Background: an optimization exercise with open tools, aiming at small area. Do not read the settings as production practice.
Function was checked by simulation only, so behaviour that the tests miss may differ from the original.
Power and IR drop assume default switching activity.

Setup of job 2694:
==> flow/design.v (excerpt) <==
module fp_mult_unit
(
    input  logic                clk,
    input  logic                rst_n,
    input  logic                clk_en,
    input  logic                start,
    input  logic [FP_WIDTH-1:0] dataa,
    input  logic [FP_WIDTH-1:0] datab,
    output logic [FP_WIDTH-1:0] result,
    output logic                done,
    output logic                busy
);
    localparam logic [4:0] C_LOAD = 5'd8;
    localparam logic [4:0] C_PACK = 5'd4;
    localparam logic [4:0] C_DONE = 5'd5;
    localparam int unsigned EB = 16;      
    logic                 busy_q, done_q;    
    logic [4:0]           cnt_q;
    logic [MAN_WIDTH-1:0] mc_q;         
    logic [MAN_WIDTH-1:0] mp_q;         
    logic [SIG_WIDTH-1:0] acc_q;        
    logic                 stx_q;        
    logic                 g_q, r_q, st_q;
    logic [8:0]           e_q;          
    logic                 s_q;          
    logic                 nan_q;
    logic [7:0] ea, eb;
    logic       a_z, b_z, a_ff, b_ff, a_fnz, b_fnz, nan_c;
    assign ea    = dataa[30:23];
    assign eb    = datab[30:23];
    assign a_z   = ~|ea;
    assign b_z   = ~|eb;
    assign a_ff  = &ea;
    assign b_ff  = &eb;
    assign a_fnz = |dataa[22:0];
    assign b_fnz = |datab[22:0];
    assign nan_c = (a_ff & a_fnz) | (b_ff & b_fnz) | (a_ff & b_z) | (a_z & b_ff);
    logic       accept;
    logic [8:0] esum;         
    logic [8:0] eload;
    always_comb begin
        if (accept & (a_ff | b_ff))     eload = 9'h180;    
        else if (accept & (a_z | b_z))  eload = 9'h000;    
        else                            eload = esum;
    end
    logic run, mul, last, top, einc, norm, pack, emode;
    assign accept = clk_en & start & (~busy_q | done_q);
    assign done_q = busy_q & (cnt_q == C_DONE);
    assign run    = clk_en & busy_q & ~done_q;
    assign mul    = cnt_q[4] | cnt_q[3];                           
    assign last   = &cnt_q;
    assign top    = (cnt_q[4:2] == 3'b000) & acc_q[SIG_WIDTH-1];
    assign einc   = top & ~cnt_q[0];                                
    assign norm   = top & cnt_q[0];                                 
  ...
Size: ~88 flip-flops, roughly 100 I/O pins.
export LEC_CHECK = 0
export ABC_AREA = 1
export CAP_MARGIN = 20
export CORE_MARGIN = 2
export CORE_UTILIZATION = 60
export CTS_BUF_LIST = sky130_fd_sc_hd__clkbuf_8
export GPL_TIMING_DRIVEN = 0
export PLACE_DENSITY = 0.75
export SLEW_MARGIN = 20
create_clock -name core_clock -period 12.0 [get_ports {clk}]
standard.sh (not shown) runs the stock make flow with config.mk's settings and CLKGATE_MAP_FILE= SYNTH_SCRIPT=/design/flow/synth_recipe.tcl, a recipe that flattens the netlist after the stock synthesis.
==> flow/flow/run.sh <==
#!/bin/bash
# Standard ORFS layout with two changes:
#  - synthesis maps logic with an area-only ABC script (flow/abc_area.script):
#    no timing-driven buffering or upsizing; the resizer repairs later steps;
#  - port buffers use the smallest buffer cell.
# Registers, power grid, taps and constraints are the standard flow's.
set -euo pipefail
W=$PWD
cat > "$W/my_synth.tcl" <<EOT
proc abc {args} {
  set i [lsearch -exact \$args -script]
  if {\$i >= 0} { lset args [expr {\$i + 1}] $W/flow/abc_area.script }
  yosys abc {*}\$args
}
source $W/synth_recipe.tcl
EOT
export BUFFER_PORTS_ARGS="-buffer_cell sky130_fd_sc_hd__buf_1"
export CTS_ARGS="-sink_clustering_enable -repair_clock_nets -buf_list sky130_fd_sc_hd__clkbuf_8 -dont_use_dummy_load"
bash standard.sh SYNTH_SCRIPT="$W/my_synth.tcl" SYNTH_INSBUF=0 finish > make_finish.log 2>&1
==> flow/flow/abc_area.script <==
strash
dc2
dch -f
map -a
mfs
strash
dch -f
amap
topo
diff inputs: job 2694 => job 7970
-- flow/flow/run.sh --
<<< job 2694, line 19
bash standard.sh SYNTH_SCRIPT="$W/my_synth.tcl" SYNTH_INSBUF=0 finish > make_finish.log 2>&1
>>> job 7970, line 19
bash standard.sh SYNTH_SCRIPT="$W/my_synth.tcl" finish > make_finish.log 2>&1
==> run summary <==
- The lower fraction of power consumed by combinational cells came out of job 2694.
- Status: total half-perimeter wirelength after legalization and detailed placement parity (job 2694, job 7970)
- Relative to job 2694, post-route fraction of the period consumed by the critical path decreased by 0.75 points in job 7970.
- The critical path arrival in job 7970 was lower than what job 2694 gave.
- Diff job 2694 -> job 7970: adder and majority cell fraction of the synthesized area lost 0.52 points; synthesized cell count went up about 6.5%; via density per instance went down.
- Clock network area share across job 2694 and job 7970: no real change.
- Job 7970 vs. job 2694: utilization after layout lost 1.3 points, wire length lost 38 um, number of inserted filler cells in the final layout picked up an extra about 10%.
For job 3484, these inputs were changed with respect to job 7970:
- GPL_TIMING_DRIVEN: 0 -> unset
-- flow/flow/run.sh --
<<< job 7970, line 19
bash standard.sh SYNTH_SCRIPT="$W/my_synth.tcl" finish > make_finish.log 2>&1
>>> job 3484, line 19
bash standard.sh SYNTH_SCRIPT="$W/my_synth.tcl" SYNTH_INSBUF=0 finish > make_finish.log 2>&1
### Flow results
- On required time at the endpoint of the critical path, job 7970 and job 3484 are basically level.
- Job 3484 ended up with fewer standard cells than job 7970.
- Taking job 7970 as the reference, in job 3484 placed wire-length estimate dropped 150 um, sequential group share of total power grew by 1.8 points, relative area change from synthesis to final layout grew by 0.28 points.
- Looking at relative contribution of the clock network to total power across job 7970 and job 3484, the one that comes out lower is job 7970.

==> re-timing with driven ports <==
No port has a modelled driver above. Below, the same layouts with a new extraction and two added sets of constraints. Step 1 (the two cells are an assumption about what drives the block):
set clk [get_ports {clk}]
set_driving_cell -lib_cell sky130_fd_sc_hd__clkbuf_16 $clk
set_driving_cell -lib_cell sky130_fd_sc_hd__buf_2 [delete_from_list [all_inputs] $clk]
Step 2 also shifts input and output timing later by t, the mid clock arrival at the registers, as if the neighbouring blocks saw the same clock. Slacks: no drivers / after step 1 / after step 2; pairs: no drivers / after step 1.
run | t (ns) | slack for setup (ns) | hold slack, ns | worst slew at a driven data input, ns
job 2694 | 0.369 | 0.475 / 0.475 / 0.475 | 0.482 / 0.482 / 0.482 | 0.04
job 7970 | 0.370 | 0.565 / 0.565 / 0.565 | 0.461 / 0.461 / 0.461 | 0.04
job 3484 | 0.373 | 0.468 / 0.468 / 0.468 | 0.479 / 0.479 / 0.479 | 0.04
After both steps setup and hold are still met in every run listed.
